This design comes from an exercise in tuning for small area on the open sky130 flow, not from production work.
In this exercise RTL edits were held to simulation tests only and were not proved equivalent to the original.
No activity file was given, so power comes from the tool's default toggle rates.

==> flow/design.v <==
`timescale 1ns/100ps
package lc4_pkg;
   localparam int LC4_XLEN = 16;
   localparam int LC4_NREG = 8;
   typedef logic [LC4_XLEN-1:0]         word_t;
   typedef logic [LC4_XLEN-1:0]         insn_t;
   typedef logic [$clog2(LC4_NREG)-1:0] rsel_t;
   typedef logic [2:0]                  nzp_t;    
   localparam word_t LC4_RESET_PC = 16'h8200;
   localparam logic [3:0] OP_BR    = 4'b0000;
   localparam logic [3:0] OP_ARITH = 4'b0001;
   localparam logic [3:0] OP_LOGIC = 4'b0101;
   localparam logic [3:0] OP_LDR   = 4'b0110;
   localparam logic [3:0] OP_STR   = 4'b0111;
   localparam logic [3:0] OP_CONST = 4'b1001;
   localparam logic [3:0] OP_JMP   = 4'b1100;
   typedef enum logic [2:0] {
      ADD, SUB, AND, OR, XOR, NOT, PASS_IMM, ADDR
   } alu_op_e;
   typedef struct packed {
      rsel_t   r1sel;
      logic    r1re;
      rsel_t   r2sel;
      logic    r2re;
      rsel_t   wsel;
      logic    regfile_we;
      logic    nzp_we;
      logic    is_load;
      logic    is_store;
      logic    is_branch;
      logic    is_jump;
      alu_op_e alu_op;
      word_t   imm;         
   } ctrl_t;
   typedef struct packed {logic valid; word_t pc; insn_t insn;} fd_t;
   typedef struct packed {
      logic  valid;
      word_t pc;
      insn_t insn;
      ctrl_t ctrl;
      word_t rs_data;
      word_t rt_data;
   } dx_t;
   typedef struct packed {
      logic  valid;
      word_t pc;
      insn_t insn;
      ctrl_t ctrl;
      word_t alu;
      word_t rt_data;    
   } xm_t;
   typedef struct packed {
      logic  valid;
      word_t pc;
      insn_t insn;
      rsel_t wsel;
      logic  regfile_we;
      word_t result;
   } mw_t;
   typedef struct packed {logic taken; word_t target;} redirect_t;
   typedef struct packed {logic we; rsel_t wsel; word_t data;} wb_t;
   typedef struct packed {word_t addr; logic we; word_t wdata;} dmem_req_t;
   typedef struct packed {
      logic  valid;
      word_t pc;
      insn_t insn;
      logic  regfile_we;
      rsel_t wsel;
      word_t data;
   } retire_t;
endpackage
`timescale 1ns/100ps
module pipe_reg #(
   parameter int W = 1
) (
   input  logic         gwe,
   input  logic         i_arst_n,
   input  logic         i_hold,      
   input  logic         i_bubble,    
   input  logic [W-1:0] i_d,
   output logic [W-1:0] o_q
);
   always_ff @(posedge gwe or negedge i_arst_n) begin
      if (!i_arst_n) begin
         o_q <= '0;
      end else if (i_bubble) begin
         o_q <= '0;
      end else if (!i_hold) begin
         o_q <= i_d;
      end
   end
endmodule
`timescale 1ns/100ps
module lc4_regfile (
   input  logic  gwe,
   input  logic  i_arst_n,
   input  lc4_pkg::rsel_t i_rs,
   input  lc4_pkg::rsel_t i_rt,
   output lc4_pkg::word_t o_rs_data,
   output lc4_pkg::word_t o_rt_data,
   input  lc4_pkg::wb_t   i_wb
);
   lc4_pkg::word_t regs [lc4_pkg::LC4_NREG];
   always_ff @(posedge gwe or negedge i_arst_n) begin
      if (!i_arst_n) begin
         for (int i = 0; i < lc4_pkg::LC4_NREG; i++) begin
            regs[i] <= '0;
         end
      end else if (i_wb.we) begin
         regs[i_wb.wsel] <= i_wb.data;
      end
   end
   assign o_rs_data = (i_wb.we && i_wb.wsel == i_rs) ? i_wb.data : regs[i_rs];
   assign o_rt_data = (i_wb.we && i_wb.wsel == i_rt) ? i_wb.data : regs[i_rt];
endmodule
`timescale 1ns/100ps
module lc4_fetch (
   input  logic      gwe,
   input  logic      i_arst_n,
   input  logic      i_stall,
   input  lc4_pkg::redirect_t i_redirect,
   input  lc4_pkg::insn_t     i_imem_insn,
   output lc4_pkg::word_t     o_imem_addr,
   output lc4_pkg::fd_t       o_fd
);
   lc4_pkg::word_t pc_q;
   lc4_pkg::word_t pc_next;
   lc4_pkg::fd_t   fd_d;
   always_comb begin
      if (i_redirect.taken)
         pc_next = i_redirect.target;
      else if (i_stall)
         pc_next = pc_q;
      else
         pc_next = pc_q + lc4_pkg::word_t'(1);
   end
   always_ff @(posedge gwe or negedge i_arst_n) begin
      if (!i_arst_n)
         pc_q <= lc4_pkg::LC4_RESET_PC;
      else
         pc_q <= pc_next;
   end
   assign o_imem_addr = pc_q;
   assign fd_d.valid = 1'b1;
   assign fd_d.pc    = pc_q;
   assign fd_d.insn  = i_imem_insn;    
   pipe_reg #(.W(33)) u_fd_reg (
      .gwe      (gwe),
      .i_arst_n (i_arst_n),
      .i_hold   (i_stall),
      .i_bubble (i_redirect.taken),    
      .i_d      (fd_d),
      .o_q      (o_fd)
   );
endmodule
`timescale 1ns/100ps
module lc4_decoder (
   input  logic gwe,
   input  logic i_arst_n,
   input  lc4_pkg::fd_t  i_fd,
   input  logic i_flush,
   input  lc4_pkg::wb_t  i_wb,
   output logic o_stall,
   output lc4_pkg::dx_t  o_dx
);
   lc4_pkg::ctrl_t ctrl;
   lc4_pkg::word_t rs_data;
   lc4_pkg::word_t rt_data;
   lc4_pkg::word_t imm5;
   lc4_pkg::word_t imm6;
   lc4_pkg::word_t imm9;
   lc4_pkg::word_t imm11;
   lc4_pkg::dx_t   dx_d;
   assign imm5  = {{(lc4_pkg::LC4_XLEN-5){i_fd.insn[4]}}, i_fd.insn[4:0]};
   assign imm6  = {{(lc4_pkg::LC4_XLEN-6){i_fd.insn[5]}}, i_fd.insn[5:0]};
   assign imm9  = {{(lc4_pkg::LC4_XLEN-9){i_fd.insn[8]}}, i_fd.insn[8:0]};
   assign imm11 = {{(lc4_pkg::LC4_XLEN-11){i_fd.insn[10]}}, i_fd.insn[10:0]};
   always_comb begin
      ctrl       = '0;
      ctrl.r1sel = i_fd.insn[8:6];
      ctrl.wsel  = i_fd.insn[11:9];
      if (i_fd.valid) begin
         unique case (i_fd.insn[15:12])
            lc4_pkg::OP_ARITH: begin
               ctrl.regfile_we = i_fd.insn[5] || !i_fd.insn[3];
               ctrl.r1re       = ctrl.regfile_we;
               ctrl.r2sel      = i_fd.insn[2:0];
               ctrl.r2re       = ctrl.regfile_we && !i_fd.insn[5];
               ctrl.alu_op     = (!i_fd.insn[5] && i_fd.insn[4]) ? lc4_pkg::SUB : lc4_pkg::ADD;
               ctrl.imm        = imm5;
            end
            lc4_pkg::OP_LOGIC: begin
               ctrl.regfile_we = 1'b1;
               ctrl.r1re       = 1'b1;
               ctrl.r2sel      = i_fd.insn[2:0];
               ctrl.r2re       = !i_fd.insn[5] && i_fd.insn[4:3] != 2'b01;    
               ctrl.imm        = imm5;
               if (i_fd.insn[5])
                  ctrl.alu_op = lc4_pkg::AND;
               else begin
                  unique case (i_fd.insn[4:3])
                     2'b00:   ctrl.alu_op = lc4_pkg::AND;
                     2'b01:   ctrl.alu_op = lc4_pkg::NOT;
                     2'b10:   ctrl.alu_op = lc4_pkg::OR;
                     default: ctrl.alu_op = lc4_pkg::XOR;
                  endcase
               end
            end
            lc4_pkg::OP_LDR: begin
               ctrl.regfile_we = 1'b1;
               ctrl.r1re       = 1'b1;
               ctrl.is_load    = 1'b1;
               ctrl.alu_op     = lc4_pkg::ADDR;
               ctrl.imm        = imm6;
            end
            lc4_pkg::OP_STR: begin
               ctrl.r1re     = 1'b1;
               ctrl.r2sel    = i_fd.insn[11:9];    
               ctrl.r2re     = 1'b1;
               ctrl.is_store = 1'b1;
               ctrl.alu_op   = lc4_pkg::ADDR;
               ctrl.imm      = imm6;
            end
            lc4_pkg::OP_CONST: begin
               ctrl.regfile_we = 1'b1;
               ctrl.alu_op     = lc4_pkg::PASS_IMM;
               ctrl.imm        = imm9;
            end
            lc4_pkg::OP_BR: begin
               ctrl.is_branch = 1'b1;    
               ctrl.alu_op    = lc4_pkg::ADDR;
               ctrl.imm       = imm9;
            end
            lc4_pkg::OP_JMP: begin
               ctrl.is_jump = 1'b1;
               ctrl.alu_op  = lc4_pkg::ADDR;
               ctrl.r1re    = !i_fd.insn[11];    
               ctrl.imm     = i_fd.insn[11] ? imm11 : '0;
            end
            default: ;
         endcase
      end
      ctrl.nzp_we = ctrl.regfile_we;
   end
   lc4_regfile u_regfile (
      .gwe       (gwe),
      .i_arst_n  (i_arst_n),
      .i_rs      (ctrl.r1sel),
      .i_rt      (ctrl.r2sel),
      .o_rs_data (rs_data),
      .o_rt_data (rt_data),
      .i_wb      (i_wb)
   );
   assign o_stall = o_dx.valid && o_dx.ctrl.is_load &&
                    ((ctrl.r1re && ctrl.r1sel == o_dx.ctrl.wsel) ||
                     (ctrl.r2re && !ctrl.is_store && ctrl.r2sel == o_dx.ctrl.wsel));
   assign dx_d.valid   = i_fd.valid;
   assign dx_d.pc      = i_fd.pc;
   assign dx_d.insn    = i_fd.insn;
   assign dx_d.ctrl    = ctrl;
   assign dx_d.rs_data = rs_data;
   assign dx_d.rt_data = rt_data;
   pipe_reg #(.W(101)) u_dx_reg (
      .gwe      (gwe),
      .i_arst_n (i_arst_n),
      .i_hold   (1'b0),
      .i_bubble (i_flush || o_stall),
      .i_d      (dx_d),
      .o_q      (o_dx)
   );
endmodule
`timescale 1ns/100ps
module lc4_execute (
   input  logic      gwe,
   input  logic      i_arst_n,
   input  lc4_pkg::dx_t       i_dx,
   input  lc4_pkg::wb_t       i_wb,
   input  lc4_pkg::nzp_t      i_cond,
   output lc4_pkg::redirect_t o_redirect,
   output lc4_pkg::xm_t       o_xm
);
   logic  m_fwd;
   lc4_pkg::word_t rs_fwd;
   lc4_pkg::word_t rt_fwd;
   lc4_pkg::word_t op_b;
   lc4_pkg::word_t base;
   lc4_pkg::word_t pc_plus1;
   lc4_pkg::word_t alu;
   logic  cond_hit;
   lc4_pkg::xm_t   xm_d;
   assign m_fwd = o_xm.valid && o_xm.ctrl.regfile_we && !o_xm.ctrl.is_load;
   always_comb begin
      if (m_fwd && o_xm.ctrl.wsel == i_dx.ctrl.r1sel)
         rs_fwd = o_xm.alu;
      else if (i_wb.we && i_wb.wsel == i_dx.ctrl.r1sel)
         rs_fwd = i_wb.data;
      else
         rs_fwd = i_dx.rs_data;
   end
   always_comb begin
      if (m_fwd && o_xm.ctrl.wsel == i_dx.ctrl.r2sel)
         rt_fwd = o_xm.alu;
      else if (i_wb.we && i_wb.wsel == i_dx.ctrl.r2sel)
         rt_fwd = i_wb.data;
      else
         rt_fwd = i_dx.rt_data;
   end
   assign pc_plus1 = i_dx.pc + lc4_pkg::word_t'(1);
   assign op_b     = i_dx.ctrl.r2re ? rt_fwd : i_dx.ctrl.imm;
   assign base     = i_dx.ctrl.r1re ? rs_fwd : pc_plus1;    
   always_comb begin
      unique case (i_dx.ctrl.alu_op)
         lc4_pkg::ADD:      alu = rs_fwd + op_b;
         lc4_pkg::SUB:      alu = rs_fwd - op_b;
         lc4_pkg::AND:      alu = rs_fwd & op_b;
         lc4_pkg::OR:       alu = rs_fwd | op_b;
         lc4_pkg::XOR:      alu = rs_fwd ^ op_b;
         lc4_pkg::NOT:      alu = ~rs_fwd;
         lc4_pkg::PASS_IMM: alu = i_dx.ctrl.imm;
         lc4_pkg::ADDR:     alu = base + i_dx.ctrl.imm;
      endcase
   end
   assign cond_hit = |(i_dx.insn[11:9] & i_cond);
   assign o_redirect.taken  = i_dx.ctrl.is_jump || (i_dx.ctrl.is_branch && cond_hit);
   assign o_redirect.target = alu;
   assign xm_d.valid   = i_dx.valid;
   assign xm_d.pc      = i_dx.pc;
   assign xm_d.insn    = i_dx.insn;
   assign xm_d.ctrl    = i_dx.ctrl;
   assign xm_d.alu     = alu;
   assign xm_d.rt_data = rt_fwd;
   pipe_reg #(.W(101)) u_xm_reg (
      .gwe      (gwe),
      .i_arst_n (i_arst_n),
      .i_hold   (1'b0),
      .i_bubble (1'b0),    
      .i_d      (xm_d),
      .o_q      (o_xm)
   );
endmodule
`timescale 1ns/100ps
module lc4_result (
   input  logic      gwe,
   input  logic      i_arst_n,
   input  lc4_pkg::xm_t       i_xm,
   input  lc4_pkg::word_t     i_dmem_data,
   output lc4_pkg::dmem_req_t o_dmem,
   output lc4_pkg::nzp_t      o_cond,
   output lc4_pkg::wb_t       o_wb,
   output lc4_pkg::retire_t   o_retire
);
   function automatic lc4_pkg::nzp_t flags_of(input lc4_pkg::word_t w);
      flags_of = {w[lc4_pkg::LC4_XLEN-1], w == '0, !w[lc4_pkg::LC4_XLEN-1] && w != '0};
   endfunction
   lc4_pkg::word_t st_data;
   lc4_pkg::word_t result;
   lc4_pkg::nzp_t  m_flags;
   lc4_pkg::nzp_t  nzp_q;
   lc4_pkg::mw_t   mw_d;
   lc4_pkg::mw_t   mw_q;
   assign st_data = (o_wb.we && o_wb.wsel == i_xm.ctrl.r2sel) ? o_wb.data : i_xm.rt_data;
   assign o_dmem.addr  = i_xm.alu;
   assign o_dmem.we    = i_xm.ctrl.is_store;
   assign o_dmem.wdata = st_data;
   assign result  = i_xm.ctrl.is_load ? i_dmem_data : i_xm.alu;
   assign m_flags = flags_of(result);
   always_ff @(posedge gwe or negedge i_arst_n) begin
      if (!i_arst_n)
         nzp_q <= 3'b010;    
      else if (i_xm.ctrl.nzp_we)
         nzp_q <= m_flags;
   end
   assign o_cond = i_xm.ctrl.nzp_we ? m_flags : nzp_q;    
   assign mw_d.valid      = i_xm.valid;
   assign mw_d.pc         = i_xm.pc;
   assign mw_d.insn       = i_xm.insn;
   assign mw_d.wsel       = i_xm.ctrl.wsel;
   assign mw_d.regfile_we = i_xm.ctrl.regfile_we;
   assign mw_d.result     = result;
   pipe_reg #(.W(53)) u_mw_reg (
      .gwe      (gwe),
      .i_arst_n (i_arst_n),
      .i_hold   (1'b0),
      .i_bubble (1'b0),
      .i_d      (mw_d),
      .o_q      (mw_q)
   );
   assign o_wb.we   = mw_q.valid && mw_q.regfile_we;
   assign o_wb.wsel = mw_q.wsel;
   assign o_wb.data = mw_q.result;
   assign o_retire.valid      = mw_q.valid;
   assign o_retire.pc         = mw_q.pc;
   assign o_retire.insn       = mw_q.insn;
   assign o_retire.regfile_we = o_wb.we;
   assign o_retire.wsel       = mw_q.wsel;
   assign o_retire.data       = o_wb.we ? mw_q.result : '0;
endmodule
`timescale 1ns/100ps
module lc4_core (
   input  logic      gwe,
   input  logic      i_arst_n,
   input  lc4_pkg::insn_t     i_imem_insn,
   output lc4_pkg::word_t     o_imem_addr,
   input  lc4_pkg::word_t     i_dmem_data,
   output lc4_pkg::dmem_req_t o_dmem,
   output lc4_pkg::retire_t   o_retire
);
   lc4_pkg::fd_t       fd;
   lc4_pkg::dx_t       dx;
   lc4_pkg::xm_t       xm;
   logic      stall;       
   lc4_pkg::redirect_t redirect;    
   lc4_pkg::wb_t       wb;
   lc4_pkg::nzp_t      cond;
   lc4_fetch u_fetch (
      .gwe         (gwe),
      .i_arst_n    (i_arst_n),
      .i_stall     (stall),
      .i_redirect  (redirect),
      .i_imem_insn (i_imem_insn),
      .o_imem_addr (o_imem_addr),
      .o_fd        (fd)
   );
   lc4_decoder u_decoder (
      .gwe      (gwe),
      .i_arst_n (i_arst_n),
      .i_fd     (fd),
      .i_flush  (redirect.taken),
      .i_wb     (wb),
      .o_stall  (stall),
      .o_dx     (dx)
   );
   lc4_execute u_execute (
      .gwe        (gwe),
      .i_arst_n   (i_arst_n),
      .i_dx       (dx),
      .i_wb       (wb),
      .i_cond     (cond),
      .o_redirect (redirect),
      .o_xm       (xm)
   );
   lc4_result u_result (
      .gwe         (gwe),
      .i_arst_n    (i_arst_n),
      .i_xm        (xm),
      .i_dmem_data (i_dmem_data),
      .o_dmem      (o_dmem),
      .o_cond      (cond),
      .o_wb        (wb),
      .o_retire    (o_retire)
   );
endmodule
`timescale 1ns/100ps
module lc4_cpu (
   input  logic        gwe,
   input  logic        i_arst_n,
   input  logic [15:0] i_imem_insn,
   output logic [15:0] o_imem_addr,
   input  logic [15:0] i_dmem_data,
   output logic [15:0] o_dmem_addr,
   output logic        o_dmem_we,
   output logic [15:0] o_dmem_wdata,
   output logic        o_retire_valid,
   output logic [15:0] o_retire_pc,
   output logic [15:0] o_retire_insn,
   output logic        o_retire_we,
   output logic [2:0]  o_retire_wsel,
   output logic [15:0] o_retire_data
);
   lc4_pkg::dmem_req_t dmem;
   lc4_pkg::retire_t   retire;
   lc4_core u_core (
      .gwe         (gwe),
      .i_arst_n    (i_arst_n),
      .i_imem_insn (i_imem_insn),
      .o_imem_addr (o_imem_addr),
      .i_dmem_data (i_dmem_data),
      .o_dmem      (dmem),
      .o_retire    (retire)
   );
   assign o_dmem_addr    = dmem.addr;
   assign o_dmem_we      = dmem.we;
   assign o_dmem_wdata   = dmem.wdata;
   assign o_retire_valid = retire.valid;
   assign o_retire_pc    = retire.pc;
   assign o_retire_insn  = retire.insn;
   assign o_retire_we    = retire.regfile_we;
   assign o_retire_wsel  = retire.wsel;
   assign o_retire_data  = retire.data;
endmodule
==> flow/run.sh <==
#!/bin/bash
# synth_recipe.tcl (not shown) runs the flow's synth.tcl, then flattens the netlist and writes it again
# the make line also repeats each setting of config.mk as NAME=value (left out here)
make -C /OpenROAD-flow-scripts/flow DESIGN_CONFIG=/design/flow/config.mk WORK_HOME=/design/flow/orfs CLKGATE_MAP_FILE= SYNTH_SCRIPT=/design/flow/synth_recipe.tcl finish
==> flow/config.mk <==
export PLATFORM = sky130hd
export DESIGN_NAME = lc4_cpu
export DESIGN_NICKNAME = lc4_cpu
export VERILOG_FILES = /design/flow/design.v
export SDC_FILE = /design/flow/constraint.sdc
export NUM_CORES = 4
export LEC_CHECK = 0
export CAP_MARGIN = 20
export CORE_MARGIN = 2
export CORE_UTILIZATION = 40
export PLACE_DENSITY = 0.6
export SLEW_MARGIN = 20
==> flow/constraint.sdc <==
create_clock -name core_clock -period 5.2 [get_ports {gwe}]
set_input_delay 1.0400 -clock core_clock [delete_from_list [all_inputs] [get_ports {gwe}]]
set_output_delay 1.0400 -clock core_clock [all_outputs]
set_load 0.01 [all_outputs]
==> out/summary.log <==
[synthesis] post-synthesis async set-or-reset flop share 100%
[floorplanning] number of placed I/O pins 136
[synthesis] top_reg_cell synth dfrtp_1
[critical_path] critical path class flip-flop to flip-flop
[sta] total of endpoints with negative setup slack in the final report 0
[critical_path] ordered list of cells on the worst path xor2_2 -> or4_4 -> a221oi_2 -> o22a_2 -> inv_1 -> nor3_4 -> a21oi_1 -> xnor2_1 -> ha_1 -> a2111o_1 -> o2111ai_1 -> a31oi_1 -> o41ai_2 -> xnor2_1 -> a221o_1 -> mux2_2
[synthesis] Syn. warnings 9
[synthesis] cell count after synthesis 2178
[floorplanning] row count 84
[final_layout] final-layout fill cell count 4916
[sta] headroom to the max-slew limit 28.7%
[cts] CTS Root Buffer Type clkbuf_16
[cts] Worst-Skew Late Latency 590 ps
[synthesis] part of the Yosys area used for sequential elements 45.5%
[sta] Min Hold Slack 348 ps
[critical_path] Worst setup EP type flip-flop
[cts] clock sink count 390
[critical_path] maximum fanout along the worst path 5
[sta] fmax 197 MHz
[placed_design] global placer's final weighted congestion 1.00
[global_routing] GR Overflow Total 0
[run] maximum capacitance violations 0
[routing] sum of routed wire length over all layers 72.7 mm
[sta] Final min period 5070 ps
[sta] slew at the pin closest to its max-slew limit 1060 ps
[routing] Initial DRC Count 1942
[final_layout] ant diodes 0
[global_routing] largest net degree at the start of global routing 116
[floorplanning] width of the die 236 um
[critical_path] critical path data required time 5670 ps
[status] status finished clean
[global_routing] number of antenna violations at the first check in global routing 0
[routing] detailed-route vias per instance 5.87
[routing] number of remaining DRC errors 0
[cts] count of hold buffers inserted by post-cts repair 0
[routing] total vias in the final route 17434
[critical_path] CP arrival 5540 ps
[floorplanning] die outline area 55500 um^2
[sta] final period utilization 97.4%
[cts] clock tree from TritonCTS done
[cts] clk slew on worst S/H paths 60 ps
[sta] RSZ-0062 raised after global routing true
[placed_design] total cell area at the placement stage 23400 um^2
[global_routing] wire length of the first global-routing pass 109 mm
[synthesis] net count of the mapped netlist 2287
[global_routing] GR Util All Layers 25.9%
[critical_path] category of the worst setup path launch point flip-flop
[synthesis] flops & latches, synth 390
[sta] maximum clock skew at final layout 26.5 ps
[floorplanning] height of the die 236 um
[critical_path] most used cell along the critical path xnor2_1
[final_layout] share of cells above drive strength 1 16.5%
[synthesis] count of flip-flops with a built-in enable after synthesis 0
[sta] max-slew violation count 0
[placed_design] placed cell count 2888
[placed_design] Port Buffer Count 135
[floorplanning] Initial Utilization 40.6%
[final_layout] post-synthesis to final-layout area growth 16.7%
[sta] Hold Violations, Final 0
[synthesis] Yosys top cell by area dfrtp_1
[synthesis] per-instance average area after synthesis 9.84 um^2
[placed_design] DP Wirelength 50.8 mm
[cts] maximum clock path buffer count 3
[cts] number of buffers created by CTS 45
[synthesis] area share of the largest cell type after synthesis 45.2%
[routing] detailed-routing iteration count for the pre-antenna-repair pass 5
[power_and_ir_drop] leakage power 10.9 nW
[cts] H-tree levels 2
[critical_path] Critical Path Max Stage Delay 610 ps
[synthesis] count of distinct cell types in the synthesized netlist 81
[synthesis] synthesized cell area 21400 um^2
[final_layout] post-route insts no fill 2968
[power_and_ir_drop] maximum vdd drop 322 uV
[routing] detailed-route wire length per cell 24.5 um
[floorplanning] Std-Cell Core Area 52800 um^2
[critical_path] highest-delay cell along the critical path or4_4
[final_layout] nets@finish 2358
[global_routing] vias in the first global route 17099
[power_and_ir_drop] Cell Pwr Density 602 nW/um^2
[hold_path] worst hold path type flip-flop to flip-flop
[final_layout] post-route design area 25000 um^2
[synthesis] synth top area cells dfrtp_1 45%, mux2_2 8.7%, nor2_1 4.4%, ha_1 4.3%, a21oi_1 3.7%
[routing] post-route antenna net violation count 0
cell type report:
class	instances	area, um^2	area share [%]
clock buffers	62	1260	5.04
clock inverters	16	272	1.08
inverters	81	304	1.22
multi-input cells	1517	10600	42.3
flip-flops and latches	390	9770	39.0
well taps	688	861	3.44
repair buffers	214	1970	7.89
worst max-delay path, delay by kind of cell, from the launching register on:
| kind | cells | cell delay [ps] |
|---|---|---|
| flip-flops | 1 | 420 |
| buffers and inverters | 1 | 120 |
| adder cells (fa/ha/maj) | 1 | 300 |
| AND/OR/NAND/NOR | 2 | 910 |
| XOR/XNOR | 3 | 660 |
| AO/OA/AOI/OAI | 8 | 2300 |
| multiplexers | 1 | 270 |
path summary, 6_finish.rpt:
path	end	depth (start not counted)	slack, ps	from
min in group asynchronous	u_core.u_execute.u_xm_reg.o_q[70]	1	550	i_arst_n
min reg2reg	u_core.u_result.u_mw_reg.o_q[46]	0	350	u_core.u_execute.u_xm_reg.o_q[94]
min	u_core.u_result.u_mw_reg.o_q[46]	0	350	u_core.u_execute.u_xm_reg.o_q[94]
max	u_core.u_fetch.pc_q[14]	16	130	u_core.u_decoder.u_dx_reg.o_q[63]
max reg2reg	u_core.u_fetch.pc_q[14]	16	130	u_core.u_decoder.u_dx_reg.o_q[63]
max in group asynchronous	u_core.u_execute.u_xm_reg.o_q[5]	2	3490	i_arst_n
routing by layer:
metal  GRT usage, %  share of wire, %
met1           38.1                45
met2           37.8                43
met3           5.46               9.2
met4           8.16               2.9
met5              0                 0
cells in the final DEF, fill, tap and decap left out, types with 7 or more instances in the layout:
cell type          n
mux2_2           166
nand4_1            7
nor4_1             7
nor2b_1           13
clkbuf_16         45
a21oi_1          157
mux4_2             9
nor2_1           249
nand2b_1          10
o22ai_1           21
a31oi_1           23
a221oi_1          12
xnor2_1           60
mux2i_1           77
clkbuf_8           7
buf_4             77
nor3_1            28
and2_1            51
nand2_1          166
and3_1            30
clkdlybuf4s50_1  134
a211oi_1          16
clkbuf_1          10
ha_1              73
nand3_1           36
inv_1             74
o21ai_0          121
o221ai_1           9
a221o_1            7
xor2_1            33
a2111oi_0          8
a21o_1             7
dfrtp_1          383
power breakdown:
group	switching (mW)	internal, mW
Combinational	3.54	2.84
Sequential	1.20	4.20
Clock	1.30	2.00
Total	6.04	9.04
repair_timing:
action                     in CTS  in global routing
pin swaps                       0                  3
buffers inserted                0                  1
gates resized for setup         2                 10
cloned                          0                  1
setup endpoints to repair       2                  5
cell usage after synthesis (51+ instances only):
library cell and n:
nand2_1 166, buf_4 51, and2_1 51, a21oi_1 158
dfrtp_1 387, mux2_2 166, mux2i_1 77, nor2_1 250
o21ai_0 123, ha_1 73, inv_1 74, clkbuf_1 113
xnor2_1 60
metrics by stage:
stage / util [%] / total power, mW / TNS (ps) / setup WS [ps]
2_1_floorplan: - / 9.01 / 0 / 454
3_3_place_gp: 44.4 / 11.5 / 0 / 166
3_5_place_dp: 44.4 / 11.6 / -97.7 / -94.4
4_1_cts: 47.3 / 15.0 / 0 / 80.7
5_1_grt: 47.4 / 15.9 / 0 / 7.58
6_report: 47.4 / 15.1 / 0 / 133
cells by family (layout without fill, tap and decap cells):
family	count (synthesis)	in the layout	synth area share [%]
simple gates	635	636	13.7
compound gates	460	460	13.4
flops	390	390	45.5
buf+inv	272	373	5.83
mux	252	252	13.3
xor+xnor	94	94	3.87
fa+ha+maj	75	75	4.45
sequential cells by signal, indices dropped and copies added (netlist names):
name	cells
u_core.u_decoder.u_regfile.regs	128
u_core.u_decoder.u_dx_reg.o_q	89
u_core.u_execute.u_xm_reg.o_q	71
u_core.u_result.u_mw_reg.o_q	50
u_core.u_fetch.u_fd_reg.o_q	33
u_core.u_fetch.pc_q	16
u_core.u_result.nzp_q	3

separate check: timing with driven ports:
Ports are ideal in the flow. The routed layout listed here was re-timed in OpenROAD. Step 1 (the two cells are an assumption about what drives the block):
set clk [get_ports {gwe}]
set_driving_cell -lib_cell sky130_fd_sc_hd__clkbuf_16 $clk
set_driving_cell -lib_cell sky130_fd_sc_hd__buf_2 [delete_from_list [all_inputs] $clk]
Step 2 also shifts input and output timing later by t, the mid clock arrival at the registers, as if the neighbouring blocks saw the same clock. Slacks: no drivers / after step 1 / after step 2; pairs: no drivers / after step 1.
t (ns): 0.632
setup WS [ns]: 0.133 / 0.133 / 0.133
worst setup path after step 2: register to register
slew at the worst register clock pin (ns): 0.06 / 0.06
After both steps setup and hold are still met in this run. The setup slack of this run moves by 0.000 ns with the drivers and by 0.000 ns with both steps.
